This design comes from an exercise in tuning for small area, a short achievable clock period and few clock cycles per item on the open sky130 flow, not from production work.
At most, simulation tests tie the RTL to the original design; equivalence was not proved.
Function not checked in runs 1, 2 and 5: the RTL went through the layout flow alone.
Power is estimated from default activity; no workload was simulated.

==> design.v <==
`timescale 1ns / 1ps
package ose_pkg;
    typedef logic [3:0] t_cmd;
    typedef logic [1:0] t_status;
    localparam t_cmd CMD_INSERT      = 4'd0;
    localparam t_cmd CMD_REMOVE      = 4'd1;
    localparam t_cmd CMD_EXISTS      = 4'd2;
    localparam t_cmd CMD_MIN         = 4'd3;
    localparam t_cmd CMD_MAX         = 4'd4;
    localparam t_cmd CMD_EXTRACT_MIN = 4'd5;
    localparam t_cmd CMD_EXTRACT_MAX = 4'd6;
    localparam t_cmd CMD_PRED        = 4'd7;
    localparam t_cmd CMD_PRED_REMOVE = 4'd8;
    localparam t_cmd CMD_SUCC        = 4'd9;
    localparam t_cmd CMD_SUCC_REMOVE = 4'd10;
    localparam t_cmd CMD_CLEAR       = 4'd11;
    localparam t_status ST_OK        = 2'd0;
    localparam t_status ST_EMPTY     = 2'd1;
    localparam t_status ST_NOT_FOUND = 2'd2;
    localparam t_status ST_FULL      = 2'd3;
endpackage
`timescale 1ns / 1ps
module ose_cell #(
    parameter int KEY_WIDTH = 16
) (
    input  logic                 i_clk,
    input  logic                 i_flag_en,   
    input  logic                 i_occ_nxt,   
    input  logic [KEY_WIDTH-1:0] i_cmp_key,   
    input  logic [KEY_WIDTH-1:0] i_key,       
    input  logic                 i_ld_prv,    
    input  logic                 i_ld_key,    
    input  logic                 i_ld_nxt,    
    input  logic [KEY_WIDTH-1:0] i_prv_key,
    input  logic [KEY_WIDTH-1:0] i_nxt_key,
    input  logic                 i_prv_clt,   
    input  logic                 i_prv_cle,
    input  logic                 i_nxt_clt,   
    input  logic                 i_nxt_cle,
    input  logic                 i_key_clt,   
    input  logic                 i_key_cle,
    output logic [KEY_WIDTH-1:0] o_key,
    output logic                 o_clt,       
    output logic                 o_ceq,       
    output logic                 o_cle,       
    output logic                 o_lt,        
    output logic                 o_le
);
    localparam int W = KEY_WIDTH;
    logic [W-1:0] r_key, n_key;
    logic         r_lt, r_le, n_lt, n_le;
    logic         w_hold, w_clt, w_ceq, w_cle;
    assign w_clt  = r_key < i_cmp_key;
    assign w_ceq  = r_key == i_cmp_key;
    assign w_cle  = w_clt || w_ceq;
    assign w_hold = !(i_ld_prv || i_ld_key || i_ld_nxt);
    assign n_key  = ({W{w_hold}}   & r_key)     |
                    ({W{i_ld_nxt}} & i_nxt_key) |
                    ({W{i_ld_key}} & i_key)     |
                    ({W{i_ld_prv}} & i_prv_key);
    assign n_lt   = i_occ_nxt && ((w_hold && w_clt) || (i_ld_nxt && i_nxt_clt) ||
                                  (i_ld_key && i_key_clt) || (i_ld_prv && i_prv_clt));
    assign n_le   = i_occ_nxt && ((w_hold && w_cle) || (i_ld_nxt && i_nxt_cle) ||
                                  (i_ld_key && i_key_cle) || (i_ld_prv && i_prv_cle));
    always_ff @(posedge i_clk) begin
        r_key <= n_key;
        if (i_flag_en) begin
            r_lt <= n_lt;
            r_le <= n_le;
        end
    end
    assign o_key = r_key;
    assign o_clt = w_clt;
    assign o_ceq = w_ceq;
    assign o_lt  = r_lt;
    assign o_cle = w_cle;
    assign o_le  = r_le;
endmodule
`timescale 1ns / 1ps
module ordered_set_engine #(
    parameter int CAPACITY  = 32,
    parameter int KEY_WIDTH = 16
) (
    input  logic                             i_clk,
    input  logic                             i_rst_n,
    input  logic                             i_in_valid,
    output logic                             o_in_stall,
    input  ose_pkg::t_cmd                    i_command,
    input  logic [31:0]                      i_key,
    output logic                             o_out_valid,
    input  logic                             i_out_stall,
    output ose_pkg::t_status                 o_status,
    output logic [31:0]                      o_value,
    output logic                             o_hit,
    output logic [$clog2(CAPACITY+1)-1:0]    o_count
);
    localparam int CNT_W = $clog2(CAPACITY + 1);
    logic                 r_q_valid, r_b_valid;
    ose_pkg::t_cmd        r_q_cmd, r_b_cmd;
    logic [KEY_WIDTH-1:0] r_q_key, r_b_key;
    logic [CNT_W-1:0]     r_count, n_count;
    logic [CAPACITY-1:0]  r_occ, n_occ;
    logic                 r_o_valid, r_s_valid, r_in_ready;
    ose_pkg::t_status     r_o_status, r_s_status, n_status;
    logic [KEY_WIDTH-1:0] r_o_value, r_s_value, n_value;
    logic                 r_o_hit, r_s_hit, n_hit;
    logic [CNT_W-1:0]     r_o_count;
    logic [KEY_WIDTH-1:0] w_key [CAPACITY];
    logic [CAPACITY-1:0]  w_lt, w_le, w_gt;
    logic [CAPACITY-1:0]  w_clt, w_ceq, w_cle;
    logic [CAPACITY-1:0]  w_ld_prv, w_ld_key, w_ld_nxt, w_pick;
    logic                 w_key_clt, w_key_ceq, w_key_cle;
    logic                 r_found, n_found, w_rm_ceq;
    logic w_move, w_go, w_take, w_o_hold, w_o_from_s, w_o_from_n;
    logic w_empty, w_full, w_found, w_pred_ok, w_succ_ok;
    logic c_ins, c_rm, c_clr, c_rm_lt, c_rm_all, c_rm_pred, c_rm_le;
    logic k_min, k_max, k_pred, k_succ;
    logic [11:0] r_b_op, w_q_op;
    assign o_in_stall = !r_in_ready;
    assign w_move     = !r_s_valid;
    assign w_go       = r_b_valid && !r_s_valid;
    assign w_take     = r_o_valid && !i_out_stall;
    assign w_o_hold   = r_o_valid && i_out_stall;
    assign w_o_from_s = !w_o_hold && r_s_valid;
    assign w_o_from_n = !w_o_hold && !r_s_valid;
    assign w_gt      = r_occ & ~w_le;
    assign w_empty   = !r_occ[0];
    assign w_full    = r_occ[CAPACITY-1];
    assign w_found   = r_found;
    assign w_pred_ok = w_lt[0];
    assign w_succ_ok = |w_gt;
    always_comb begin
        n_status = ose_pkg::ST_OK;
        n_hit    = 1'b0;
        unique case (r_b_cmd)
            ose_pkg::CMD_INSERT: begin
                if (w_found) begin
                    n_status = ose_pkg::ST_NOT_FOUND;
                end else if (w_full) begin
                    n_status = ose_pkg::ST_FULL;
                end else begin
                    n_hit = 1'b1;
                end
            end
            ose_pkg::CMD_REMOVE, ose_pkg::CMD_EXISTS: begin
                if (w_found) begin
                    n_hit = 1'b1;
                end else if (w_empty) begin
                    n_status = ose_pkg::ST_EMPTY;
                end else begin
                    n_status = ose_pkg::ST_NOT_FOUND;
                end
            end
            ose_pkg::CMD_MIN, ose_pkg::CMD_EXTRACT_MIN,
            ose_pkg::CMD_MAX, ose_pkg::CMD_EXTRACT_MAX: begin
                if (w_empty) begin
                    n_status = ose_pkg::ST_EMPTY;
                end
            end
            ose_pkg::CMD_PRED, ose_pkg::CMD_PRED_REMOVE: begin
                if (w_empty) begin
                    n_status = ose_pkg::ST_EMPTY;
                end else if (!w_pred_ok) begin
                    n_status = ose_pkg::ST_NOT_FOUND;
                end
            end
            ose_pkg::CMD_SUCC, ose_pkg::CMD_SUCC_REMOVE: begin
                if (w_empty) begin
                    n_status = ose_pkg::ST_EMPTY;
                end else if (!w_succ_ok) begin
                    n_status = ose_pkg::ST_NOT_FOUND;
                end
            end
            default: ;   
        endcase
    end
    for (genvar c = 0; c < 12; c++) begin : g_op
        assign w_q_op[c] = (r_q_cmd == ose_pkg::t_cmd'(c));
    end
    assign c_ins     = r_b_op[ose_pkg::CMD_INSERT] && !w_found && !w_full;
    assign c_rm_lt   = r_b_op[ose_pkg::CMD_REMOVE] && w_found;
    assign c_rm_all  = r_b_op[ose_pkg::CMD_EXTRACT_MIN] && !w_empty;
    assign c_rm_pred = r_b_op[ose_pkg::CMD_PRED_REMOVE] && w_pred_ok;
    assign c_rm_le   = r_b_op[ose_pkg::CMD_SUCC_REMOVE] && w_succ_ok;
    assign c_rm      = c_rm_lt || c_rm_all || c_rm_pred || c_rm_le ||
                       (r_b_op[ose_pkg::CMD_EXTRACT_MAX] && !w_empty);
    assign c_clr     = r_b_op[ose_pkg::CMD_CLEAR];
    assign k_min  = r_b_op[ose_pkg::CMD_MIN]  || r_b_op[ose_pkg::CMD_EXTRACT_MIN];
    assign k_max  = r_b_op[ose_pkg::CMD_MAX]  || r_b_op[ose_pkg::CMD_EXTRACT_MAX];
    assign k_pred = r_b_op[ose_pkg::CMD_PRED] || r_b_op[ose_pkg::CMD_PRED_REMOVE];
    assign k_succ = r_b_op[ose_pkg::CMD_SUCC] || r_b_op[ose_pkg::CMD_SUCC_REMOVE];
    always_comb begin
        n_count = r_count;
        n_occ   = r_occ;
        if (w_go) begin
            if (c_clr) begin
                n_count = '0;
                n_occ   = '0;
            end else if (c_ins) begin
                n_count = r_count + CNT_W'(1);
                n_occ   = {r_occ[CAPACITY-2:0], 1'b1};
            end else if (c_rm) begin
                n_count = r_count - CNT_W'(1);
                n_occ   = {1'b0, r_occ[CAPACITY-1:1]};
            end
        end
    end
    for (genvar g = 0; g < CAPACITY; g++) begin : g_ctl
        logic prv_lt, nxt_lt, prv_le, nxt_occ;
        if (g == 0) begin : g_first
            assign prv_lt = 1'b1;
            assign prv_le = 1'b1;
        end else begin : g_inner_prv
            assign prv_lt = w_lt[g-1];
            assign prv_le = w_le[g-1];
        end
        if (g == CAPACITY - 1) begin : g_last
            assign nxt_lt  = 1'b0;
            assign nxt_occ = 1'b0;
        end else begin : g_inner_nxt
            assign nxt_lt  = w_lt[g+1];
            assign nxt_occ = r_occ[g+1];
        end
        assign w_ld_key[g] = w_go && c_ins && !w_lt[g] && prv_lt;
        assign w_ld_prv[g] = w_go && c_ins && !w_lt[g] && !prv_lt;
        assign w_ld_nxt[g] = w_go && ((c_rm_lt && !w_lt[g]) || c_rm_all ||
                                      (c_rm_pred && !nxt_lt) || (c_rm_le && !w_le[g]));
        assign w_pick[g]   = (k_min && (g == 0) && r_occ[0]) ||
                             (k_max && r_occ[g] && !nxt_occ) ||
                             (k_pred && w_lt[g] && !nxt_lt) ||
                             (k_succ && w_gt[g] && prv_le);
    end
    assign w_key_clt = r_b_key < r_q_key;
    assign w_key_ceq = r_b_key == r_q_key;
    assign w_key_cle = w_key_clt || w_key_ceq;
    for (genvar g = 0; g < CAPACITY; g++) begin : g_cell
        logic [KEY_WIDTH-1:0] prv_key, nxt_key;
        logic                 prv_clt, prv_cle, nxt_clt, nxt_cle;
        if (g == 0) begin : g_first
            assign prv_key = '0;
            assign prv_clt = 1'b0;
            assign prv_cle = 1'b0;
        end else begin : g_inner_prv
            assign prv_key = w_key[g-1];
            assign prv_clt = w_clt[g-1];
            assign prv_cle = w_cle[g-1];
        end
        if (g == CAPACITY - 1) begin : g_last
            assign nxt_key = '0;
            assign nxt_clt = 1'b0;
            assign nxt_cle = 1'b0;
        end else begin : g_inner_nxt
            assign nxt_key = w_key[g+1];
            assign nxt_clt = w_clt[g+1];
            assign nxt_cle = w_cle[g+1];
        end
        ose_cell #(
            .KEY_WIDTH (KEY_WIDTH)
        ) u_cell (
            .i_clk     (i_clk),
            .i_flag_en (w_move),
            .i_occ_nxt (n_occ[g]),
            .i_cmp_key (r_q_key),
            .i_key     (r_b_key),
            .i_ld_prv  (w_ld_prv[g]),
            .i_ld_key  (w_ld_key[g]),
            .i_ld_nxt  (w_ld_nxt[g]),
            .i_prv_key (prv_key),
            .i_nxt_key (nxt_key),
            .i_prv_clt (prv_clt),
            .i_prv_cle (prv_cle),
            .i_nxt_clt (nxt_clt),
            .i_nxt_cle (nxt_cle),
            .i_key_clt (w_key_clt),
            .i_key_cle (w_key_cle),
            .o_key     (w_key[g]),
            .o_clt     (w_clt[g]),
            .o_ceq     (w_ceq[g]),
            .o_cle     (w_cle[g]),
            .o_lt      (w_lt[g]),
            .o_le      (w_le[g])
        );
    end
    assign w_rm_ceq = c_rm_lt ? w_key_ceq : |(w_pick & w_ceq);
    assign n_found  = !(w_go && c_clr) &&
                      ((|(r_occ & w_ceq) && !(w_go && c_rm && w_rm_ceq)) ||
                       (w_go && c_ins && w_key_ceq));
    always_ff @(posedge i_clk) begin
        if (w_move) begin
            r_found <= n_found;
        end
    end
    always_comb begin
        n_value = '0;
        for (int i = 0; i < CAPACITY; i++) begin
            n_value = n_value | (w_key[i] & {KEY_WIDTH{w_pick[i]}});
        end
    end
    always_ff @(posedge i_clk) begin
        if (!i_rst_n) begin
            r_q_valid <= 1'b0;
            r_b_valid <= 1'b0;
            r_count   <= '0;
            r_occ     <= '0;
            r_o_valid  <= 1'b0;
            r_s_valid  <= 1'b0;
            r_in_ready <= 1'b1;
        end else begin
            if (w_move) begin
                r_q_valid <= i_in_valid;
                r_b_valid <= r_q_valid;
            end
            r_count <= n_count;
            r_occ   <= n_occ;
            if (!r_o_valid || w_take) begin
                r_o_valid  <= r_s_valid || w_go;
                r_s_valid  <= 1'b0;
                r_in_ready <= 1'b1;
            end else if (w_go) begin
                r_s_valid  <= 1'b1;
                r_in_ready <= 1'b0;
            end
        end
    end
    always_ff @(posedge i_clk) begin
        if (w_move) begin
            r_q_cmd <= i_command;
            r_q_key <= i_key[KEY_WIDTH-1:0];
            r_b_cmd <= r_q_cmd;
            r_b_op  <= w_q_op;
            r_b_key <= r_q_key;
        end
        r_o_status <= ({2{w_o_hold}}         & r_o_status) |
                      ({2{w_o_from_s}}       & r_s_status) |
                      ({2{w_o_from_n}}       & n_status);
        r_o_value  <= ({KEY_WIDTH{w_o_hold}}   & r_o_value)  |
                      ({KEY_WIDTH{w_o_from_s}} & r_s_value)  |
                      ({KEY_WIDTH{w_o_from_n}} & n_value);
        r_o_hit    <= (w_o_hold && r_o_hit) || (w_o_from_s && r_s_hit) ||
                      (w_o_from_n && n_hit);
        r_o_count  <= ({CNT_W{w_o_hold}}     & r_o_count)  |
                      ({CNT_W{w_o_from_s}}   & r_count)    |
                      ({CNT_W{w_o_from_n}}   & n_count);
        if (!r_s_valid) begin
            r_s_status <= n_status;
            r_s_value  <= n_value;
            r_s_hit    <= n_hit;
        end
    end
    assign o_out_valid = r_o_valid;
    assign o_status    = r_o_status;
    assign o_value     = 32'(r_o_value);
    assign o_hit       = r_o_hit;
    assign o_count     = r_o_count;
endmodule
==> flow/run.sh <==
#!/bin/bash
# Standard layout (standard.sh) with these changes:
#  - synthesis maps the logic with an area-oriented ABC script (flow/abc_area.script);
#    flow/synth_area.tcl is synth_recipe.tcl with only the ABC script swapped;
#  - timing repair aims below the clock period (SETUP_SLACK_MARGIN), on all endpoints;
#  - placement density and clock tree settings as given below.
set -e
FL=$PWD/flow
export MY_ABC_SCRIPT=$FL/abc_area.script
bash standard.sh SYNTH_SCRIPT=$FL/synth_area.tcl SETUP_SLACK_MARGIN=8.4 TNS_END_PERCENT=100 SKIP_GATE_CLONING=1 CORE_UTILIZATION=35 PLACE_DENSITY=0.5 CTS_CLUSTER_SIZE=24 CTS_CLUSTER_DIAMETER=80 "BUFFER_PORTS_ARGS=-buffer_cell sky130_fd_sc_hd__buf_2" finish > standard.log 2>&1
==> flow/abc_area.script <==
strash
&get -n
&st
&dch -f
&nf -a -R 1000
&put
topo
stime -c
==> flow/synth_area.tcl <==
proc synth {args} { yosys synth -nofsm -noshare {*}$args }
proc abc {args} {
  set i [lsearch -exact $args -script]
  if { $i >= 0 && [info exists ::env(MY_ABC_SCRIPT)] } { lset args [expr {$i+1}] $::env(MY_ABC_SCRIPT) }
  yosys abc {*}$args
}
source $::env(SCRIPTS_DIR)/synth.tcl
# left out here: clear keep_hierarchy, flatten, clean up, hide names made inside functions, write 1_2_yosys.v
==> standard.sh <==
#!/bin/bash
# synth_recipe.tcl (not shown) runs the flow's synth.tcl, then flattens the netlist and writes it again
# the make line also repeats each setting of config.mk as NAME=value (left out here)
make -C /OpenROAD-flow-scripts/flow DESIGN_CONFIG=/design/flow/config.mk WORK_HOME=/design/flow/orfs CLKGATE_MAP_FILE= SYNTH_SCRIPT=/design/flow/synth_recipe.tcl "${@:-finish}"
==> config.mk <==
export PLATFORM = sky130hd
export DESIGN_NAME = ordered_set_engine
export DESIGN_NICKNAME = ordered_set_engine
export VERILOG_FILES = /design/flow/design.v
export SDC_FILE = /design/flow/constraint.sdc
export NUM_CORES = 4
export LEC_CHECK = 0
export CAP_MARGIN = 20
export CORE_MARGIN = 2
export CORE_UTILIZATION = 35
export GPL_ROUTABILITY_DRIVEN = 1
export PLACE_DENSITY = 0.5
export SLEW_MARGIN = 20
==> constraint.sdc <==
create_clock -name core_clock -period 12.0 [get_ports {i_clk}]
set_input_delay 2.4000 -clock core_clock [delete_from_list [all_inputs] [get_ports {i_clk}]]
set_output_delay 2.4000 -clock core_clock [all_outputs]
set_load 0.01 [all_outputs]
==> flow_summary.json, run 1 <==
{
  "pre_cts_ws_ns": 7.38,
  "cts_buffers": 52,
  "top_layer_used": "met5",
  "final_cells": 7081,
  "finalSetupTns_ns": 0,
  "ys_ff_latch": 715,
  "cts_max_path_buffers": 3,
  "async_reset_ff_share_pct": 0,
  "wl_met2_um": 92700,
  "area_growth_pct": 15.4,
  "portBuffers": 50,
  "yosysSeqAreaShare_pct": 35.5,
  "hold_class": "flop to flop",
  "drive_above_1_share_pct": 9.39,
  "synth_area_leaders": "dfxtp_1, ha_1, a222oi_1, nand2_1, edfxtp_1",
  "vdd_ir_drop_max_v": 0.000107,
  "yosysUniqueCellTypes": 50,
  "drt-wirelength-per-cell_um": 29.3,
  "synth_most_common_cell": "nand2_1",
  "relSlewSlack_pct": 22.8,
  "io_pins": 83,
  "syn_avg_cell_area_um2": 8.68,
  "synth_common_cells": "nand2_1, a222oi_1, dfxtp_1, ha_1, a21oi_1",
  "pwr-share-clk_pct": 40.2,
  "placed_cells": 6957,
  "crit_arrival_ns": 4.02,
  "start_kind": "flop",
  "grt_pass1_wl_um": 303000,
  "insertion_delay_ns": 0.71,
  "switching_power_mw": 1.53,
  "synth_edf_count": 135,
  "pwr-share-comb_pct": 9.4,
  "cts-root-buf": "clkbuf_16",
  "final.setup.worst_slack_ns": 8.40,
  "yosys_most_used_dff": "dfxtp_1",
  "worst_slew_pin_slew_ns": 1.16,
  "cts_tree": "built",
  "crit_path_end_kind": "flop",
  "drt-met1-wl_um": 85800,
  "core-area_mm2": 0.125,
  "grt_pass1_vias": 43500,
  "hpwl_um": 149000,
  "p_sw_share_pct": 30.2,
  "antenna_found_initial": 7,
  "final_nets": 5956,
  "syn_inst": 5079,
  "fmax_ghz": 0.277,
  "leakage_nw": 21.9,
  "rrSetupSlack_ns": 8.40,
  "vias_per_cell": 6.66,
  "status": "complete, no violations",
  "wl_met3_um": 18500,
  "die-area_mm2": 0.129,
  "cp_max_fo": 32,
  "h-tree-depth": 2,
  "drv_slew": 0,
  "p_seq_share_pct": 50.4,
  "maxCapViolCount": 0,
  "die_x_um": 359,
  "gp_congestion": 0.956,
  "rsz0062_at_grt": "true",
  "worst-endpoint-required_ns": 12.42,
  "synth_largest_area_cell": "dfxtp_1",
  "vias": 47100,
  "fp-row-count": 130,
  "period_needed_ns": 3.60,
  "drc": 0,
  "finalSetupViolations": 0,
  "clkTransAtPathRegs_ns": 0.10,
  "clock_skew_ns": 0.0334,
  "drtIter0Drc": 7821,
  "die_height_um": 359,
  "grt_max_degree": 84,
  "syn-cell-area_mm2": 0.0441,
  "dr.pass1.iters": 14,
  "internal_power_mw": 3.54,
  "drt-total-wl_um": 208000,
  "p_per_area_mw_per_mm2": 99.7,
  "finalCritPeriodShare_pct": 30.0,
  "worstSetupPathType": "flop to flop",
  "grt-ovfl-total": 0,
  "grt_usage_pct": 30.8,
  "drtAntennaViolNets": 0,
  "ys_warn_count": 3,
  "finalHoldViolCount": 0,
  "synth_top_cell_area_share_pct": 26.3,
  "cts.sink_count": 715,
  "initial_core_util_pct": 35.2
}
cell usage in the layout, fill, tap and decap left out, drive strengths merged, types with 5 or more instances in the layout:
cell	instances
nand2	1385
a222oi	592
dfxtp	580
ha	530
a21oi	378
nor2	314
buf	254
a22oi	173
nand4	168
edfxtp	135
o21ai	108
clkinv	91
nor2b	73
nor3	65
clkbuf	57
o211ai	43
nor4	38
a221oi	36
nand3	36
nand2b	35
inv	33
o221ai	32
a31o	31
a211oi	29
o22ai	27
or2	24
a2111oi	24
conb	16
a21o	13
a31oi	13
or3	12
o221a	10
a22o	9
and2	9
and3	7
o32ai	6
or4	6
o31ai	5
a21boi	5
area by class of cell:
type | count | area, µm²
diodes | 1 | 2.50
multi-input cells | 4274 | 28800
clock inverters | 41 | 462
repair buffers | 254 | 2100
flip-flops and latches | 715 | 15700
fillers | 12700 | 74500
inverters | 89 | 408
clock buffers | 57 | 1370
well taps | 1650 | 2060
stage by stage:
stage / hold WS [ns] / utilization, % / power, mW / instance area, µm²
2_1_floorplan: 0.435 / - / 2.84 / 44200
3_3_place_gp: 0.423 / 38.2 / 3.03 / 47900
3_5_place_dp: 0.425 / 38.2 / 3.04 / 48000
4_1_cts: 0.439 / 40.2 / 5.08 / 50500
5_1_grt: 0.460 / 40.6 / 5.22 / 50900
6_report: 0.437 / 40.6 / 5.08 / 50900
registers in the layout, summed over array words and instances (netlist names), 2 cells and up:
register and count:
g_cell.u_cell.r_key 512, g_cell.u_cell.r_le 32, g_cell.u_cell.r_lt 32, r_b_cmd 4, r_b_key 16, r_b_op 11
r_count 6, r_o_count 6, r_o_status 2, r_o_value 16, r_occ 32, r_q_cmd 4
r_q_key 16, r_s_status 2, r_s_value 16
power groups by stage:
stage | clock [mW] | sequential, mW | combinational [mW]
5_1_grt | 2.14 | 2.56 | 0.514
6_report | 2.04 | 2.56 | 0.477
3_5_place_dp | 0 | 2.61 | 0.431
4_1_cts | 2.07 | 2.55 | 0.453
3_3_place_gp | 0 | 2.61 | 0.422
2_1_floorplan | 0 | 2.60 | 0.242
what timing repair did:
item	CTS	global route
setup endpoints to repair	505	221
pin swaps	20	14
setup buffers	6	19
resized for setup	161	71
hold buffers	0	0
critical path, cell delays in order (launching register included):
cell,delay (ns)
edfxtp_1,0.40
nor2_2,0.11
buf_4,0.38
o22ai_1,0.13
a31o_2,0.37
a222oi_1,0.96
nand3_2,0.31
a2111oi_2,0.30
buf_4,0.20
nand2_1,0.11
cells by family after synthesis:
group	count (synthesis)	synth area share, %
adder cells (fa/ha/maj)	530	15.0
flip-flops	715	35.5
AND/OR/NAND/NOR	2176	21.0
other	1	0.00850
AO/OA/AOI/OAI	1548	27.4
buffers and inverters	105	1.03
XOR/XNOR	4	0.0794
routing by layer:
metal	up-vias	track usage, %
li1	21100	-
met1	23000	41.5
met2	2575	48.4
met3	424	4.29
met4	10	14.9
met5	-	0
final timing paths:
kind	start	endpoint	cells past startpoint
max	r_b_op[7]$_DFFE_PN_	r_s_value[3]$_DFFE_PN_	9
min	r_o_count[2]$_DFF_P_	r_o_count[2]$_DFF_P_	2
max reg2reg	r_b_op[7]$_DFFE_PN_	r_s_value[3]$_DFFE_PN_	9
min reg2reg	r_o_count[2]$_DFF_P_	r_o_count[2]$_DFF_P_	2
==> inputs of run 2 (changes only) <==
--- a/flow/run.sh
+++ b/flow/run.sh
@@ -7,4 +7,4 @@
 set -e
 FL=$PWD/flow
 export MY_ABC_SCRIPT=$FL/abc_area.script
-bash standard.sh SYNTH_SCRIPT=$FL/synth_area.tcl SETUP_SLACK_MARGIN=8.4 TNS_END_PERCENT=100 SKIP_GATE_CLONING=1 CORE_UTILIZATION=35 PLACE_DENSITY=0.5 CTS_CLUSTER_SIZE=24 CTS_CLUSTER_DIAMETER=80 "BUFFER_PORTS_ARGS=-buffer_cell sky130_fd_sc_hd__buf_2" finish > standard.log 2>&1
+bash standard.sh SYNTH_SCRIPT=$FL/synth_area.tcl SETUP_SLACK_MARGIN=8.4 TNS_END_PERCENT=100 SKIP_GATE_CLONING=1 CORE_UTILIZATION=40 PLACE_DENSITY=0.55 CTS_CLUSTER_SIZE=24 CTS_CLUSTER_DIAMETER=80 "BUFFER_PORTS_ARGS=-buffer_cell sky130_fd_sc_hd__buf_2" finish > standard.log 2>&1
--- a/config.mk
+++ b/config.mk
@@ -7,7 +7,7 @@
 export LEC_CHECK = 0
 export CAP_MARGIN = 20
 export CORE_MARGIN = 2
-export CORE_UTILIZATION = 35
+export CORE_UTILIZATION = 40
 export GPL_ROUTABILITY_DRIVEN = 1
-export PLACE_DENSITY = 0.5
+export PLACE_DENSITY = 0.55
 export SLEW_MARGIN = 20
==> flow_summary.json, run 2 <==
{
  "status": "complete, no violations",
  "synth_common_cells": "nand2_1, a222oi_1, dfxtp_1, ha_1, a21oi_1",
  "grt.busiest_layer": "met2",
  "synth_largest_area_cell": "dfxtp_1",
  "synth_top_family_by_area": "compound AO/OA/AOI/OAI gates",
  "synth_xor_area_share_pct": 0.0794,
  "drc": 0,
  "cts_tree": "built",
  "timing.rr.end": "r_o_value[12]$_DFF_P_",
  "finalCritPeriodShare_pct": 30.9,
  "grt_pass1_vias": 43400,
  "maxCapViolCount": 0,
  "cts.sink_count": 715,
  "use_met3_pct": 5.73,
  "r2r-start": "r_b_op[4]$_DFFE_PN_",
  "p_sw_share_pct": 29.6,
  "insertion_delay_ns": 0.70,
  "critical_path.endpoint": "r_o_value[12]$_DFF_P_",
  "cts-root-buf": "clkbuf_16",
  "drv_slew": 0,
  "final_common_cell": "nand2_1",
  "yosysUniqueCellTypes": 50,
  "p_per_area_mw_per_mm2": 97.3,
  "syn_inst": 5079,
  "muxShareOfSynthArea_pct": 0,
  "final_cell_mix": "nand2_1, a222oi_1, dfxtp_1",
  "synth_top_cell_area_share_pct": 26.3,
  "holdWs_ns": 0.435,
  "drt-wirelength-per-cell_um": 29.2,
  "leakage_nw": 21.7,
  "p_seq_share_pct": 52.3,
  "dr.pass1.iters": 12,
  "h-tree-depth": 2,
  "core-area_mm2": 0.109,
  "cp_max_fo": 17,
  "crit_arrival_ns": 4.29,
  "largest_reg_flops": 512,
  "synth_area_leaders": "dfxtp_1, ha_1, a222oi_1, nand2_1, edfxtp_1",
  "finalSetupTns_ns": 0,
  "switching_power_mw": 1.45,
  "finalSetupViolations": 0,
  "largest_register": "g_cell.u_cell.r_key",
  "worst-endpoint-required_ns": 12.58,
  "hold_class": "flop to flop",
  "pwr-share-clk_pct": 38.3,
  "ys_ff_latch": 715,
  "finalHoldViolCount": 0,
  "drive_above_1_share_pct": 8.77,
  "initial_core_util_pct": 40.4,
  "crit_path_start": "r_b_op[4]$_DFFE_PN_",
  "die_height_um": 336,
  "clock_skew_ns": 0.0495,
  "crit_path_end_kind": "flop",
  "io_pins": 83,
  "cts_buffers": 47,
  "drtAntennaViolNets": 0,
  "pwr-share-comb_pct": 9.4,
  "async_reset_ff_share_pct": 0,
  "rsz0062_at_grt": "true",
  "fp-row-count": 121,
  "yosys_most_used_dff": "dfxtp_1",
  "hpwl_um": 143000,
  "r2r_cells": 10,
  "clkTransAtPathRegs_ns": 0.11,
  "grt_use_met1_pct": 46.0,
  "rrSetupSlack_ns": 8.29,
  "period_needed_ns": 3.71,
  "grt_pass1_wl_um": 295000,
  "gp_congestion": 0.960,
  "fmax_ghz": 0.270,
  "worstSetupPathType": "flop to flop",
  "die_x_um": 336,
  "yosys.area_share.adder_pct": 15.0,
  "grt_max_degree": 82,
  "area_growth_pct": 14.0,
  "relSlewSlack_pct": 26.0,
  "die-area_mm2": 0.113,
  "vias_per_cell": 6.85,
  "syn-cell-area_mm2": 0.0441,
  "antenna_found_initial": 3,
  "synth_edf_count": 135,
  "ys_warn_count": 3,
  "grt_usage_pct": 34.5,
  "syn_avg_cell_area_um2": 8.68,
  "internal_power_mw": 3.44,
  "synth-compound-area-share_pct": 27.4,
  "vdd_ir_drop_max_v": 0.0000992,
  "vias": 47200,
  "placed_cells": 6789,
  "synth_most_common_cell": "nand2_1",
  "worst_slew_pin_slew_ns": 1.11,
  "start_kind": "flop",
  "portBuffers": 50,
  "grtUsageMet2_pct": 53.2,
  "cts_max_path_buffers": 3,
  "yosys.area_share.simple_pct": 21.0,
  "drt-total-wl_um": 201000,
  "yosysSeqAreaShare_pct": 35.5,
  "final_cells": 6895,
  "grt-ovfl-total": 0,
  "final_nets": 5949,
  "drtIter0Drc": 8203
}
-- run 2: cell counts after synthesis --
No cell type changed its count.
-- run 2: how the worst min path moves through the flow --
stage	start	endpoint	slack, ns	cells past startpoint
6_report	r_o_value[6]$_DFF_P_	r_o_value[6]$_DFF_P_	0.44	2
5_1_grt	r_o_value[6]$_DFF_P_	r_o_value[6]$_DFF_P_	0.46	2
4_1_cts	r_o_value[6]$_DFF_P_	r_o_value[6]$_DFF_P_	0.44	2
3_5_place_dp	r_o_value[14]$_DFF_P_	r_o_value[14]$_DFF_P_	0.42	2
3_3_place_gp	r_o_value[6]$_DFF_P_	r_o_value[6]$_DFF_P_	0.42	2
2_1_floorplan	r_q_key[10]$_DFFE_PN_	r_b_key[10]$_DFFE_PN_	0.43	0
-- run 2: routing by layer --
metal,up-vias,share of wire (%),wire (µm)
met5,-,0.013,27
met4,4,6.0,12000
met3,505,10,20000
met2,2755,43,87200
met1,22900,41,81700
li1,21100,-,-
-- run 2: cell families after synthesis --
group,Yosys count
and+or+nand+nor,2176
AOI/OAI and AO/OA,1548
other,1
buffers and inverters,105
DFF,715
xor gates and xnor gates,4
adders and majority gates,530
-- run 2: stage by stage --
stage               util, %  area (µm²)  total power [mW]  worst slack (ns)
floorplan                 -       44200              2.84              8.30
detailed placement     43.8       47800              3.04              7.32
global placement       43.7       47700              3.03              7.39
CTS                    45.7       49900              4.89              8.29
finish                 46.1       50300              4.89              8.29
global route           46.1       50300              5.03              8.34
-- run 2: power groups by stage --
stage | registers (mW) | logic [mW] | clock network, mW
floorplan | 2.60 | 0.242 | 0
global placement | 2.61 | 0.415 | 0
detailed placement | 2.61 | 0.425 | 0
CTS | 2.55 | 0.442 | 1.89
global route | 2.56 | 0.499 | 1.97
finish | 2.56 | 0.462 | 1.87
-- run 2: what timing repair did --
item,in CTS,in global routing
pin swaps,11,26
setup endpoints to repair,562,297
resized for setup,117,82
setup buffers,10,6
cloned,0,0
hold buffers,0,0
-- run 2: critical path, stage by stage, from the launching register on --
cell      delay, ns
edfxtp_1       0.46
or2_4          0.28
buf_4          0.18
nand2_1        0.07
o22ai_1        0.07
a31o_1         0.47
a22oi_1        0.50
nand4_1        0.39
a211oi_1       0.70
a21oi_1        0.16
a221o_1        0.29
-- run 2: layout make-up --
| type | count | area [µm²] |
|---|---|---|
| timing repair buffer | 252 | 2040 |
| multi-input combinational | 4274 | 28700 |
| inverter | 89 | 368 |
| antenna | 1 | 2.50 |
| sequential | 715 | 15700 |
| fill | 10700 | 58900 |
| clock buffer | 57 | 1250 |
| clock inverter | 31 | 368 |
| tap | 1476 | 1850 |
==> inputs of run 3 (changes only) <==
--- a/design.v
+++ b/design.v
@@ -104,7 +104,7 @@
     ose_pkg::t_status     r_o_status, r_s_status, n_status;
     logic [KEY_WIDTH-1:0] r_o_value, r_s_value, n_value;
     logic                 r_o_hit, r_s_hit, n_hit;
-    logic [CNT_W-1:0]     r_o_count;
+    logic [CNT_W-1:0]     r_o_count, r_s_count;
     logic [KEY_WIDTH-1:0] w_key [CAPACITY];
     logic [CAPACITY-1:0]  w_lt, w_le, w_gt;
     logic [CAPACITY-1:0]  w_clt, w_ceq, w_cle;
@@ -339,12 +339,13 @@
         r_o_hit    <= (w_o_hold && r_o_hit) || (w_o_from_s && r_s_hit) ||
                       (w_o_from_n && n_hit);
         r_o_count  <= ({CNT_W{w_o_hold}}     & r_o_count)  |
-                      ({CNT_W{w_o_from_s}}   & r_count)    |
+                      ({CNT_W{w_o_from_s}}   & r_s_count)  |
                       ({CNT_W{w_o_from_n}}   & n_count);
         if (!r_s_valid) begin
             r_s_status <= n_status;
             r_s_value  <= n_value;
             r_s_hit    <= n_hit;
+            r_s_count  <= n_count;
         end
     end
     assign o_out_valid = r_o_valid;
==> flow_summary.json, run 3 <==
{
  "synth_top_cell_area_share_pct": 26.2,
  "drc": 0,
  "grt_pass1_wl_um": 292000,
  "vias_per_cell": 6.86,
  "final_cells": 6899,
  "largest_reg_flops": 512,
  "period_needed_ns": 3.63,
  "cts_max_path_buffers": 3,
  "drt-total-wl_um": 200000,
  "cts-root-buf": "clkbuf_16",
  "relSlewSlack_pct": 16.4,
  "syn-cell-area_mm2": 0.0443,
  "cts.sink_count": 721,
  "finalHoldViolCount": 0,
  "antenna_found_initial": 7,
  "clock_skew_ns": 0.0504,
  "io_pins": 83,
  "final_nets": 5940,
  "fp-row-count": 122,
  "rsz0062_at_grt": "true",
  "final_common_cell": "nand2_1",
  "final.setup.worst_slack_ns": 8.37,
  "register_area_mm2": 0.0159,
  "drtAntennaViolNets": 0,
  "fmax_ghz": 0.275,
  "fin_total_pwr_mw": 5.04,
  "initial_core_util_pct": 40.2,
  "grt_usage_pct": 34.0,
  "die_height_um": 337,
  "worst_slew_pin_slew_ns": 1.25,
  "vdd_ir_drop_max_v": 0.000123,
  "yosysUniqueCellTypes": 47,
  "multiInputGateArea_mm2": 0.0289,
  "dr.pass1.iters": 14,
  "placed_cell_area_mm2": 0.0480,
  "crit_arrival_ns": 4.24,
  "clkTransAtPathRegs_ns": 0.09,
  "cp_max_fo": 17,
  "yosys_most_used_dff": "dfxtp_1",
  "fin_util_pct": 46.0,
  "gp_congestion": 0.982,
  "ys_ff_latch": 721,
  "synth_area_leaders": "dfxtp_1, ha_1, a222oi_1, nand2_1, edfxtp_1",
  "insertion_delay_ns": 0.72,
  "yosysSeqAreaShare_pct": 35.8,
  "final_cell_mix": "nand2_1, a222oi_1, dfxtp_1",
  "die_x_um": 337,
  "grt_max_degree": 73,
  "h-tree-depth": 2,
  "ys_warn_count": 3,
  "area_growth_pct": 14.5,
  "grt-ovfl-total": 0,
  "core-area_mm2": 0.110,
  "drv_slew": 0,
  "holdWs_ns": 0.436,
  "drive_above_1_share_pct": 9.13,
  "portBuffers": 50,
  "hold_class": "flop to flop",
  "drt-wirelength-per-cell_um": 29.0,
  "die-area_mm2": 0.113,
  "crit_path_end_kind": "flop",
  "start_kind": "flop",
  "cts_buffers": 48,
  "worstSetupPathType": "flop to flop",
  "pre_cts_ws_ns": 7.53,
  "status": "complete, no violations",
  "synth_edf_count": 141,
  "leakage_nw": 21.9,
  "finalSetupViolations": 0,
  "synth_largest_area_cell": "dfxtp_1",
  "worst-endpoint-required_ns": 12.61,
  "synth_common_cells": "nand2_1, a222oi_1, dfxtp_1, ha_1, a21oi_1",
  "syn_avg_cell_area_um2": 8.72,
  "maxCapViolCount": 0,
  "vias": 47300,
  "placed_cells": 6795,
  "drtIter0Drc": 8886,
  "async_reset_ff_share_pct": 0,
  "num-fill-cells": 10900,
  "finalSetupTns_ns": 0,
  "finalCritPeriodShare_pct": 30.3,
  "largest_register": "g_cell.u_cell.r_key",
  "synth_most_common_cell": "nand2_1",
  "grt_pass1_vias": 43000,
  "final_area_mm2": 0.0507,
  "cts_hold_buffers": 0,
  "p_per_area_mw_per_mm2": 99.3,
  "cts_tree": "built",
  "syn_inst": 5084,
  "hpwl_um": 144000
}
[run 3: critical path: stages (launching register included)]
cell and delay [ns]:
edfxtp_1 0.53, or2_4 0.38, buf_4 0.23, a31o_2 0.43
a222oi_1 0.56, nand4_1 0.47, nor2_1 0.51, a21oi_1 0.13
a221o_1 0.28
[run 3: cells by family (layout without fill, tap and decap cells)]
group / count (synthesis) / in the layout / share of synthesized area (%)
xor gates and xnor gates: 4 / 4 / 0.0790
other: 1 / 17 / 0.00846
and+or+nand+nor: 2155 / 2155 / 20.6
adders and majority gates: 530 / 530 / 15.0
DFF: 721 / 721 / 35.8
AOI/OAI and AO/OA: 1567 / 1567 / 27.6
buffers and inverters: 106 / 417 / 1.03
[run 3: path summary, 6_finish.rpt]
kind | startpoint | endpoint | slack [ns] | cells past startpoint
worst max-delay path | r_b_op[10]$_DFFE_PN_ | r_o_value[5]$_DFF_P_ | 8.37 | 8
worst min-delay path | r_o_value[6]$_DFF_P_ | r_o_value[6]$_DFF_P_ | 0.44 | 2
worst max register to register | r_b_op[10]$_DFFE_PN_ | r_o_value[5]$_DFF_P_ | 8.37 | 8
worst min register to register | r_o_value[6]$_DFF_P_ | r_o_value[6]$_DFF_P_ | 0.44 | 2
[run 3: final cells by class]
| type | count | share of cell area [%] |
|---|---|---|
| diodes | 1 | 0.00493 |
| clock inverters | 39 | 1.11 |
| well taps | 1488 | 3.67 |
| inverters | 90 | 0.762 |
| flip-flops and latches | 721 | 31.3 |
| repair buffers | 237 | 3.86 |
| multi-input cells | 4272 | 56.9 |
| clock buffers | 51 | 2.41 |
[run 3: layer usage]
metal | vias up | track usage (%) | share of wire (%)
met5 | - | 0 | 0.013
met4 | 4 | 14.6 | 4.8
met3 | 441 | 5.75 | 11
met2 | 2803 | 53.5 | 44
met1 | 23000 | 45.9 | 40
li1 | 21100 | - | -
[run 3: repair_timing]
action	4_1_cts	5_1_grt
gates resized for setup	109	82
pin swaps	14	15
endpoints found under the setup margin	218	222
endpoints found under the hold margin	0	0
setup buffers	6	7
[run 3: where the power goes]
group | leakage (nW) | switching [mW] | internal (mW) | total, mW
combinational | 14.7 | 0.318 | 0.138 | 0.456
sequential | 6.35 | 0.0710 | 2.50 | 2.58
clock | 0.867 | 1.09 | 0.912 | 2.01
Testbench counts of run 3, summed over its fixed seeds: cycles 12,018, ops 12,000.
==> inputs of run 4 (changes only) <==
--- a/flow/run.sh
+++ b/flow/run.sh
@@ -7,4 +7,4 @@
 set -e
 FL=$PWD/flow
 export MY_ABC_SCRIPT=$FL/abc_area.script
-bash standard.sh SYNTH_SCRIPT=$FL/synth_area.tcl SETUP_SLACK_MARGIN=8.4 TNS_END_PERCENT=100 SKIP_GATE_CLONING=1 CORE_UTILIZATION=40 PLACE_DENSITY=0.55 CTS_CLUSTER_SIZE=24 CTS_CLUSTER_DIAMETER=80 "BUFFER_PORTS_ARGS=-buffer_cell sky130_fd_sc_hd__buf_2" finish > standard.log 2>&1
+bash standard.sh SYNTH_SCRIPT=$FL/synth_area.tcl SETUP_SLACK_MARGIN=8.4 TNS_END_PERCENT=100 SKIP_GATE_CLONING=1 CORE_UTILIZATION=45 PLACE_DENSITY=0.6 CTS_CLUSTER_SIZE=24 CTS_CLUSTER_DIAMETER=80 "BUFFER_PORTS_ARGS=-buffer_cell sky130_fd_sc_hd__buf_2" finish > standard.log 2>&1
--- a/config.mk
+++ b/config.mk
@@ -7,7 +7,7 @@
 export LEC_CHECK = 0
 export CAP_MARGIN = 20
 export CORE_MARGIN = 2
-export CORE_UTILIZATION = 40
+export CORE_UTILIZATION = 45
 export GPL_ROUTABILITY_DRIVEN = 1
-export PLACE_DENSITY = 0.55
+export PLACE_DENSITY = 0.6
 export SLEW_MARGIN = 20
==> flow_summary.json, run 4 <==
{
  "synth_top_cell_area_share_pct": 26.2,
  "clkTransAtPathRegs_ns": 0.10,
  "drive_above_1_share_pct": 8.87,
  "synth_common_cells": "nand2_1, a222oi_1, dfxtp_1, ha_1, a21oi_1",
  "synth_edf_count": 141,
  "ys_warn_count": 3,
  "final_area_mm2": 0.0502,
  "drv_slew": 0,
  "drt-wirelength-per-cell_um": 28.7,
  "grt_pass1_wl_um": 282000,
  "cp_max_fo": 32,
  "drtAntennaViolNets": 1,
  "yosysSeqAreaShare_pct": 35.8,
  "worst-endpoint-required_ns": 12.60,
  "critical_path.endpoint": "r_o_value[2]$_DFF_P_",
  "critPathBufInv": 1,
  "rrSetupSlack_ns": 8.36,
  "p_seq_share_pct": 52.8,
  "rsz0062_at_grt": "true",
  "crit_path_end_kind": "flop",
  "worstSetupPathType": "flop to flop",
  "drtIter0Drc": 9459,
  "hold_class": "flop to flop",
  "die_x_um": 318,
  "placed_cell_area_mm2": 0.0476,
  "num-fill-cells": 9235,
  "crit_family": "simple AND/OR/NAND/NOR gates",
  "failed_checks": "antenna violations",
  "yosysUniqueCellTypes": 47,
  "antenna_found_initial": 9,
  "internal_power_mw": 3.47,
  "cts_max_path_buffers": 3,
  "insertion_delay_ns": 0.71,
  "ys_ff_latch": 721,
  "cpMaxStageDelayCell": "a222oi_1",
  "syn_avg_cell_area_um2": 8.72,
  "drc": 0,
  "relSlewSlack_pct": 22.3,
  "cts_buffers": 46,
  "path_cells": "or2_1, buf_6, nand2_1, o22ai_1, a31o_4, a222oi_1, nand4_1, or3_1, a22oi_1, nand2_1",
  "pwr-share-clk_pct": 38.1,
  "async_reset_ff_share_pct": 0,
  "cts.sink_count": 721,
  "p_sw_share_pct": 29.0,
  "final_cells": 6695,
  "period_needed_ns": 3.64,
  "final_nets": 5937,
  "hpwl_um": 137000,
  "die-area_mm2": 0.101,
  "clock_skew_ns": 0.0601,
  "maxCapViolCount": 0,
  "worst_slew_pin_slew_ns": 1.17,
  "dr.pass1.iters": 14,
  "slowest_delay_ns": 0.65,
  "path_common_cell": "nand2_1",
  "vias": 47200,
  "grt_pass1_vias": 42900,
  "drt-total-wl_um": 192000,
  "drt-met1-wl_um": 75400,
  "largest_reg_flops": 512,
  "status": "failed layout checks",
  "syn_inst": 5084,
  "wl_met2_um": 84800,
  "final_cell_mix": "nand2_1, a222oi_1, dfxtp_1",
  "critical_path_depth": 10,
  "cts-root-buf": "clkbuf_16",
  "io_pins": 83,
  "crit_path_start": "r_b_op[6]$_DFFE_PN_",
  "p_per_area_mw_per_mm2": 97.2,
  "r2r_cells": 10,
  "r2r-start": "r_b_op[6]$_DFFE_PN_",
  "finalSetupTns_ns": 0,
  "placed_cells": 6574,
  "initial_core_util_pct": 45.2,
  "finalCritPeriodShare_pct": 30.3,
  "yosys_most_used_dff": "dfxtp_1",
  "core-area_mm2": 0.0980,
  "timing.rr.end": "r_o_value[2]$_DFF_P_",
  "gp_congestion": 0.977,
  "fin_total_pwr_mw": 4.88,
  "finalHoldViolCount": 0,
  "synth_largest_area_cell": "dfxtp_1",
  "fp-row-count": 115,
  "cts_tree": "built",
  "finalSetupViolations": 0,
  "synth_area_leaders": "dfxtp_1, ha_1, a222oi_1, nand2_1, edfxtp_1",
  "grt_usage_pct": 36.1,
  "fin_util_pct": 51.2,
  "vias_per_cell": 7.06,
  "fmax_ghz": 0.275,
  "largest_register": "g_cell.u_cell.r_key",
  "synth_most_common_cell": "nand2_1",
  "area_growth_pct": 13.3,
  "final_common_cell": "nand2_1",
  "crit_arrival_ns": 4.23,
  "top_layer_used": "met5",
  "pwr-share-comb_pct": 9.1,
  "start_kind": "flop",
  "h-tree-depth": 2,
  "die_height_um": 318,
  "syn-cell-area_mm2": 0.0443,
  "wl_met3_um": 21800,
  "grt_max_degree": 58,
  "switching_power_mw": 1.41,
  "portBuffers": 50,
  "grt-ovfl-total": 0,
  "vdd_ir_drop_max_v": 0.000149,
  "leakage_nw": 21.8
}
run 4: changes by cell type in the layout (fill, tap and decap cells not counted), moves of 6 or more:
cell	before	now
inv_6	5	12
buf_4	153	162
inv_2	10	4
buf_12	6	12
buf_6	28	10
clkinv_8	11	4
buf_2	41	49
run 4: final cells by class:
type                    count  area, µm²  area share [%]
well taps                1287       1610            3.21
flip-flops and latches    721      15900            31.6
repair buffers            236       1880            3.75
clock buffers              56       1240            2.47
diodes                      5       12.5          0.0249
clock inverters            28        338           0.673
inverters                  90        412           0.820
multi-input cells        4272      28800            57.4
run 4: worst min-delay path by stage:
stage	from	endpoint	slack, ns	depth (start not counted)
floorplan	r_s_count[5]$_DFFE_PN_	r_o_count[5]$_DFF_P_	0.43	2
global placement	r_o_value[6]$_DFF_P_	r_o_value[6]$_DFF_P_	0.42	2
detailed placement	r_o_value[6]$_DFF_P_	r_o_value[6]$_DFF_P_	0.42	2
CTS	r_o_value[2]$_DFF_P_	r_o_value[2]$_DFF_P_	0.44	2
global route	r_o_value[10]$_DFF_P_	r_o_value[10]$_DFF_P_	0.45	2
finish	r_o_value[2]$_DFF_P_	r_o_value[2]$_DFF_P_	0.43	2
run 4: repair_timing:
item	CTS	global route
setup endpoints to repair	282	301
setup buffers	4	26
hold buffers	0	0
pin swaps	11	30
resized for setup	78	72
run 4: cells by family after synthesis:
kind of cell               count (synthesis)  synth area share (%)
AOI/OAI and AO/OA                       1567                  27.6
xor gates and xnor gates                   4                0.0790
adders and majority gates                530                  15.0
buffers and inverters                    106                  1.03
DFF                                      721                  35.8
other                                      1               0.00846
and+or+nand+nor                         2155                  20.6
run 4: layer usage:
metal  vias up  track usage [%]
li1      21100                -
met1     22700             47.6
met2      2959             56.3
met3       516             8.13
met4         2             16.4
met5         -                0
run 4: metrics by stage:
stage,hold slack [ns],setup slack (ns)
6_report,0.434,8.36
4_1_cts,0.439,8.39
3_3_place_gp,0.421,7.48
5_1_grt,0.455,8.37
2_1_floorplan,0.428,8.36
3_5_place_dp,0.425,7.38
run 4: worst reg2reg max path: cells and delay by family (launching register included):
family | cells | cell delay, ns
DFF | 1 | 0.40
AOI/OAI and AO/OA | 4 | 1.23
and+or+nand+nor | 5 | 1.69
buffers and inverters | 1 | 0.20
run 4: power groups by stage:
stage / Sequential, mW / Combinational, mW / Clock, mW
2_1_floorplan: 2.62 / 0.234 / 0
3_3_place_gp: 2.62 / 0.396 / 0
3_5_place_dp: 2.62 / 0.408 / 0
4_1_cts: 2.57 / 0.419 / 1.87
5_1_grt: 2.58 / 0.477 / 1.95
6_report: 2.57 / 0.444 / 1.86
==> inputs of run 5 (changes only) <==
--- a/design.v
+++ b/design.v
@@ -100,29 +100,28 @@
     logic [KEY_WIDTH-1:0] r_q_key, r_b_key;
     logic [CNT_W-1:0]     r_count, n_count;
     logic [CAPACITY-1:0]  r_occ, n_occ;
-    logic                 r_o_valid, r_s_valid, r_in_ready;
-    ose_pkg::t_status     r_o_status, r_s_status, n_status;
-    logic [KEY_WIDTH-1:0] r_o_value, r_s_value, n_value;
-    logic                 r_o_hit, r_s_hit, n_hit;
-    logic [CNT_W-1:0]     r_o_count, r_s_count;
+    ose_pkg::t_status     n_status;
+    logic [KEY_WIDTH-1:0] n_value;
+    logic                 n_hit;
+    localparam int RES_W = 2 + KEY_WIDTH + 1 + CNT_W;
+    logic [RES_W-1:0]     w_res, r_l_res, r_e0, r_e1, r_e2;
+    logic                 r_l_valid, r_v0, r_v1, r_v2;
+    logic                 w_pop, w_a0, w_a1, w_a2, n_v0, n_v1, n_v2;
+    logic                 r_halt, r_in_ready, n_halt;
     logic [KEY_WIDTH-1:0] w_key [CAPACITY];
     logic [CAPACITY-1:0]  w_lt, w_le, w_gt;
     logic [CAPACITY-1:0]  w_clt, w_ceq, w_cle;
     logic [CAPACITY-1:0]  w_ld_prv, w_ld_key, w_ld_nxt, w_pick;
     logic                 w_key_clt, w_key_ceq, w_key_cle;
     logic                 r_found, n_found, w_rm_ceq;
-    logic w_move, w_go, w_take, w_o_hold, w_o_from_s, w_o_from_n;
+    logic w_move, w_go;
     logic w_empty, w_full, w_found, w_pred_ok, w_succ_ok;
     logic c_ins, c_rm, c_clr, c_rm_lt, c_rm_all, c_rm_pred, c_rm_le;
     logic k_min, k_max, k_pred, k_succ;
     logic [11:0] r_b_op, w_q_op;
     assign o_in_stall = !r_in_ready;
-    assign w_move     = !r_s_valid;
-    assign w_go       = r_b_valid && !r_s_valid;
-    assign w_take     = r_o_valid && !i_out_stall;
-    assign w_o_hold   = r_o_valid && i_out_stall;
-    assign w_o_from_s = !w_o_hold && r_s_valid;
-    assign w_o_from_n = !w_o_hold && !r_s_valid;
+    assign w_move     = !r_halt;
+    assign w_go       = r_b_valid && !r_halt;
     assign w_gt      = r_occ & ~w_le;
     assign w_empty   = !r_occ[0];
     assign w_full    = r_occ[CAPACITY-1];
@@ -302,8 +301,11 @@
             r_b_valid <= 1'b0;
             r_count   <= '0;
             r_occ     <= '0;
-            r_o_valid  <= 1'b0;
-            r_s_valid  <= 1'b0;
+            r_l_valid  <= 1'b0;
+            r_v0       <= 1'b0;
+            r_v1       <= 1'b0;
+            r_v2       <= 1'b0;
+            r_halt     <= 1'b0;
             r_in_ready <= 1'b1;
         end else begin
             if (w_move) begin
@@ -312,14 +314,12 @@
             end
             r_count <= n_count;
             r_occ   <= n_occ;
-            if (!r_o_valid || w_take) begin
-                r_o_valid  <= r_s_valid || w_go;
-                r_s_valid  <= 1'b0;
-                r_in_ready <= 1'b1;
-            end else if (w_go) begin
-                r_s_valid  <= 1'b1;
-                r_in_ready <= 1'b0;
-            end
+            r_l_valid  <= w_go;
+            r_v0       <= n_v0;
+            r_v1       <= n_v1;
+            r_v2       <= n_v2;
+            r_halt     <= n_halt;
+            r_in_ready <= !n_halt;
         end
     end
     always_ff @(posedge i_clk) begin
@@ -330,27 +330,29 @@
             r_b_op  <= w_q_op;
             r_b_key <= r_q_key;
         end
-        r_o_status <= ({2{w_o_hold}}         & r_o_status) |
-                      ({2{w_o_from_s}}       & r_s_status) |
-                      ({2{w_o_from_n}}       & n_status);
-        r_o_value  <= ({KEY_WIDTH{w_o_hold}}   & r_o_value)  |
-                      ({KEY_WIDTH{w_o_from_s}} & r_s_value)  |
-                      ({KEY_WIDTH{w_o_from_n}} & n_value);
-        r_o_hit    <= (w_o_hold && r_o_hit) || (w_o_from_s && r_s_hit) ||
-                      (w_o_from_n && n_hit);
-        r_o_count  <= ({CNT_W{w_o_hold}}     & r_o_count)  |
-                      ({CNT_W{w_o_from_s}}   & r_s_count)  |
-                      ({CNT_W{w_o_from_n}}   & n_count);
-        if (!r_s_valid) begin
-            r_s_status <= n_status;
-            r_s_value  <= n_value;
-            r_s_hit    <= n_hit;
-            r_s_count  <= n_count;
+        r_l_res <= w_res;
+        r_e0 <= ({RES_W{!w_a0}}           & r_l_res) |
+                ({RES_W{w_a0 && w_pop}}   & r_e1)    |
+                ({RES_W{w_a0 && !w_pop}}  & r_e0);
+        if (!w_a1) begin
+            r_e1 <= r_l_res;
+        end else if (w_pop) begin
+            r_e1 <= r_e2;
+        end
+        if (!w_a2) begin
+            r_e2 <= r_l_res;
         end
     end
-    assign o_out_valid = r_o_valid;
-    assign o_status    = r_o_status;
-    assign o_value     = 32'(r_o_value);
-    assign o_hit       = r_o_hit;
-    assign o_count     = r_o_count;
+    assign w_res  = {n_status, n_value, n_hit, n_count};
+    assign w_pop  = r_v0 && !i_out_stall;
+    assign w_a0   = w_pop ? r_v1 : r_v0;
+    assign w_a1   = w_pop ? r_v2 : r_v1;
+    assign w_a2   = !w_pop && r_v2;
+    assign n_v0   = w_a0 || r_l_valid;
+    assign n_v1   = w_a1 || (w_a0 && r_l_valid);
+    assign n_v2   = w_a2 || (w_a1 && r_l_valid);
+    assign n_halt = n_v2 || (n_v1 && w_go);
+    assign o_out_valid = r_v0;
+    assign {o_status, o_value[KEY_WIDTH-1:0], o_hit, o_count} = r_e0;
+    assign o_value[31:KEY_WIDTH] = '0;
 endmodule
--- a/flow/run.sh
+++ b/flow/run.sh
@@ -7,4 +7,4 @@
 set -e
 FL=$PWD/flow
 export MY_ABC_SCRIPT=$FL/abc_area.script
-bash standard.sh SYNTH_SCRIPT=$FL/synth_area.tcl SETUP_SLACK_MARGIN=8.4 TNS_END_PERCENT=100 SKIP_GATE_CLONING=1 CORE_UTILIZATION=45 PLACE_DENSITY=0.6 CTS_CLUSTER_SIZE=24 CTS_CLUSTER_DIAMETER=80 "BUFFER_PORTS_ARGS=-buffer_cell sky130_fd_sc_hd__buf_2" finish > standard.log 2>&1
+bash standard.sh SYNTH_SCRIPT=$FL/synth_area.tcl SETUP_SLACK_MARGIN=8.4 TNS_END_PERCENT=100 SKIP_GATE_CLONING=1 CORE_UTILIZATION=35 PLACE_DENSITY=0.5 CTS_CLUSTER_SIZE=24 CTS_CLUSTER_DIAMETER=80 "BUFFER_PORTS_ARGS=-buffer_cell sky130_fd_sc_hd__buf_2" finish > standard.log 2>&1
--- a/config.mk
+++ b/config.mk
@@ -7,7 +7,7 @@
 export LEC_CHECK = 0
 export CAP_MARGIN = 20
 export CORE_MARGIN = 2
-export CORE_UTILIZATION = 45
+export CORE_UTILIZATION = 35
 export GPL_ROUTABILITY_DRIVEN = 1
-export PLACE_DENSITY = 0.6
+export PLACE_DENSITY = 0.5
 export SLEW_MARGIN = 20
==> flow_summary.json, run 5 <==
{
  "num-fill-cells": 13400,
  "drt-total-wl_um": 206000,
  "register_area_mm2": 0.0172,
  "crit_arrival_ns": 4.21,
  "clock_skew_ns": 0.0519,
  "hold_class": "flop to flop",
  "timing.rr.end": "r_l_res[14]$_DFF_P_",
  "final_cells": 7270,
  "cts-root-buf": "clkbuf_16",
  "final_common_cell": "nand2_1",
  "gp_congestion": 0.940,
  "crit_path_end_kind": "flop",
  "syn_avg_cell_area_um2": 8.91,
  "grt-ovfl-total": 0,
  "antenna_found_initial": 8,
  "hold_start": "r_l_res[4]$_DFF_P_",
  "yosys.area_share.simple_pct": 20.0,
  "finalHoldViolCount": 0,
  "r2r_cells": 9,
  "vdd_ir_drop_max_v": 0.000125,
  "status": "complete, no violations",
  "finalCritPeriodShare_pct": 30.4,
  "final_cell_mix": "nand2_1, dfxtp_1, a222oi_1",
  "final_nets": 6033,
  "fmax_ghz": 0.274,
  "rrSetupSlack_ns": 8.36,
  "fin_util_pct": 40.5,
  "ys_ff_latch": 774,
  "clkTransAtPathRegs_ns": 0.10,
  "cts_buffers": 58,
  "synth_area_leaders": "dfxtp_1, ha_1, a222oi_1, nand2_1, edfxtp_1",
  "start_kind": "flop",
  "p_per_area_mw_per_mm2": 103,
  "synth_largest_area_cell": "dfxtp_1",
  "r2r-start": "r_b_op[6]$_DFFE_PN_",
  "multiInputGateArea_mm2": 0.0292,
  "drc": 0,
  "cp_max_fo": 17,
  "placed_cells": 7133,
  "insertion_delay_ns": 0.73,
  "drt-wirelength-per-cell_um": 28.3,
  "h-tree-depth": 2,
  "largest_reg_flops": 512,
  "rsz0062_at_grt": "true",
  "relSlewSlack_pct": 33.5,
  "cts.sink_count": 774,
  "drtAntennaViolNets": 0,
  "yosysUniqueCellTypes": 49,
  "area_growth_pct": 15.1,
  "worstSetupPathType": "flop to flop",
  "synth_edf_count": 166,
  "finalSetupTns_ns": 0,
  "holdWs_ns": 0.448,
  "syn_inst": 5173,
  "hpwl_um": 144000,
  "drive_above_1_share_pct": 9.00,
  "largest_register": "g_cell.u_cell.r_key",
  "cts_tree": "built",
  "final.setup.worst_slack_ns": 8.36,
  "crit_path_start": "r_b_op[6]$_DFFE_PN_",
  "io_pins": 83,
  "synth_xor_area_share_pct": 0.0760,
  "portBuffers": 50,
  "yosys_most_used_dff": "dfxtp_1",
  "grt_pass1_vias": 43300,
  "synth_top_cell_area_share_pct": 26.4,
  "pre_cts_ws_ns": 7.47,
  "synth-compound-area-share_pct": 26.6,
  "hold_depth": 2,
  "die-area_mm2": 0.135,
  "period_needed_ns": 3.64,
  "leakage_nw": 22.7,
  "ys_warn_count": 3,
  "core-area_mm2": 0.131,
  "grt_max_degree": 68,
  "synth_top_family_by_area": "compound AO/OA/AOI/OAI gates",
  "yosysSeqAreaShare_pct": 37.2,
  "grt_usage_pct": 29.3,
  "syn-cell-area_mm2": 0.0461,
  "async_reset_ff_share_pct": 0,
  "vias_per_cell": 6.49,
  "synth_most_common_cell": "nand2_1",
  "initial_core_util_pct": 35.2,
  "die_x_um": 367,
  "worst-endpoint-required_ns": 12.57,
  "vias": 47200,
  "die_height_um": 367,
  "synth_common_cells": "nand2_1, dfxtp_1, a222oi_1, ha_1, a21oi_1",
  "drv_slew": 0,
  "cts_max_path_buffers": 3,
  "drtIter0Drc": 8063,
  "muxShareOfSynthArea_pct": 0.632,
  "dr.pass1.iters": 13,
  "finalSetupViolations": 0,
  "grt_pass1_wl_um": 301000,
  "yosys.area_share.adder_pct": 14.4,
  "hold_path_end": "r_e0[4]$_DFF_P_",
  "worst_slew_pin_slew_ns": 0.998,
  "maxCapViolCount": 0,
  "fp-row-count": 133
}
==> run 5: metrics by stage <==
stage | total power [mW] | cell area (µm²)
after floorplan | 3.03 | 46300
after global placement | 3.22 | 49800
after detailed placement | 3.23 | 49900
after CTS | 5.50 | 52600
after global routing | 5.65 | 53100
final | 5.47 | 53100
==> run 5: worst max path at each step <==
stage | end | slack (ns) | depth (start not counted)
floorplan | r_e1[0]$_DFFE_PP_ | 8.20 | 3
global placement | g_cell[10].u_cell.r_lt$_DFFE_PN_ | 7.27 | 12
detailed placement | g_cell[16].u_cell.r_le$_DFFE_PN_ | 7.47 | 12
CTS | o_hit | 8.32 | 1
global route | o_hit | 8.31 | 1
finish | r_l_res[14]$_DFF_P_ | 8.36 | 9
==> run 5: area by class of cell <==
type | count | share of cell area [%]
Multi-Input combinational cell | 4293 | 55.0
Timing Repair Buffer | 231 | 3.72
Sequential cell | 774 | 32.4
Tap cell | 1755 | 4.14
Inverter | 105 | 0.773
Clock inverter | 47 | 1.16
Antenna cell | 2 | 0.00943
Clock buffer | 63 | 2.81
==> run 5: worst max-delay path: stages, from the launching register on <==
cell and delay (ns):
edfxtp_1 0.50, or2_4 0.28, buf_12 0.16, nand2_1 0.07, o22ai_1 0.07, a31o_1 0.43
a222oi_1 0.67, nand4_1 0.68, nor2_2 0.44, nand2_1 0.15
==> run 5: where the power goes <==
part           internal (mW)  total (mW)  leakage (nW)  switching [mW]
clock                   1.04        2.27          1.02            1.23
combinational          0.133       0.438          14.8           0.305
sequential              2.69        2.76          6.89          0.0741
==> run 5: what timing repair did <==
| item | CTS | global route |
|---|---|---|
| cloned | 0 | 0 |
| endpoints found under the hold margin | 0 | 0 |
| gates resized for setup | 153 | 72 |
| pin swaps | 7 | 16 |
| setup buffers | 6 | 18 |
| hold buffers | 0 | 0 |
| endpoints found under the setup margin | 552 | 234 |
==> run 5: kinds of logic after synthesis <==
family          count (synthesis)
simple gates                 2150
mux                            26
xor+xnor                        4
other cells                     1
compound gates               1567
buf+inv                       121
flops                         774
fa+ha+maj                     530
==> run 5: metal layers <==
| metal | part of all wire (%) | up-vias | wire, µm | GRT usage (%) |
|---|---|---|---|---|
| li1 | - | 21500 | - | - |
| met4 | 4.8 | 4 | 9810 | 12.7 |
| met2 | 44 | 2270 | 90600 | 45.3 |
| met1 | 43 | 23000 | 88200 | 40.6 |
| met5 | 0.015 | - | 31 | 0 |
| met3 | 8.3 | 415 | 17000 | 4.22 |

static timing again, ports no longer ideal:
The flow's constraints put no driver on any port. The routed layouts listed below were extracted and timed again, unchanged, in two steps. Step 1, drivers: a clkbuf_16 drives i_clk and a buf_2 each remaining input, both assumed. Step 2 times the ports against the registers' clock, not the clock port: input delays grow and output delays shrink by t, the midpoint of the rising clock arrivals with the driver on. Three values: ideal, step 1, step 2; two values: the first two.
| run | t (ns) | setup WS [ns] | hold WS [ns] | worst setup path after step 2 | worst register clock-pin slew, ns |
|---|---|---|---|---|---|
| run 1 | 0.786 | 8.396 / 8.329 / 7.796 | 0.437 / 0.437 / 0.437 | input to register | 0.11 / 0.11 |
| run 2 | 0.756 | 8.290 / 8.290 / 8.020 | 0.435 / 0.435 / 0.435 | input to register | 0.11 / 0.11 |
| run 3 | 0.768 | 8.369 / 8.321 / 7.927 | 0.436 / 0.436 / 0.436 | input to register | 0.11 / 0.11 |
| run 4 | 0.751 | 8.362 / 8.337 / 7.949 | 0.434 / 0.434 / 0.434 | input to register | 0.11 / 0.11 |
| run 5 | 0.790 | 8.357 / 8.277 / 8.036 | 0.448 / 0.448 / 0.448 | input to register | 0.10 / 0.10 |
The setup slack of run 1, which loses most, moves by -0.067 ns with the drivers and by -0.600 ns with both steps.
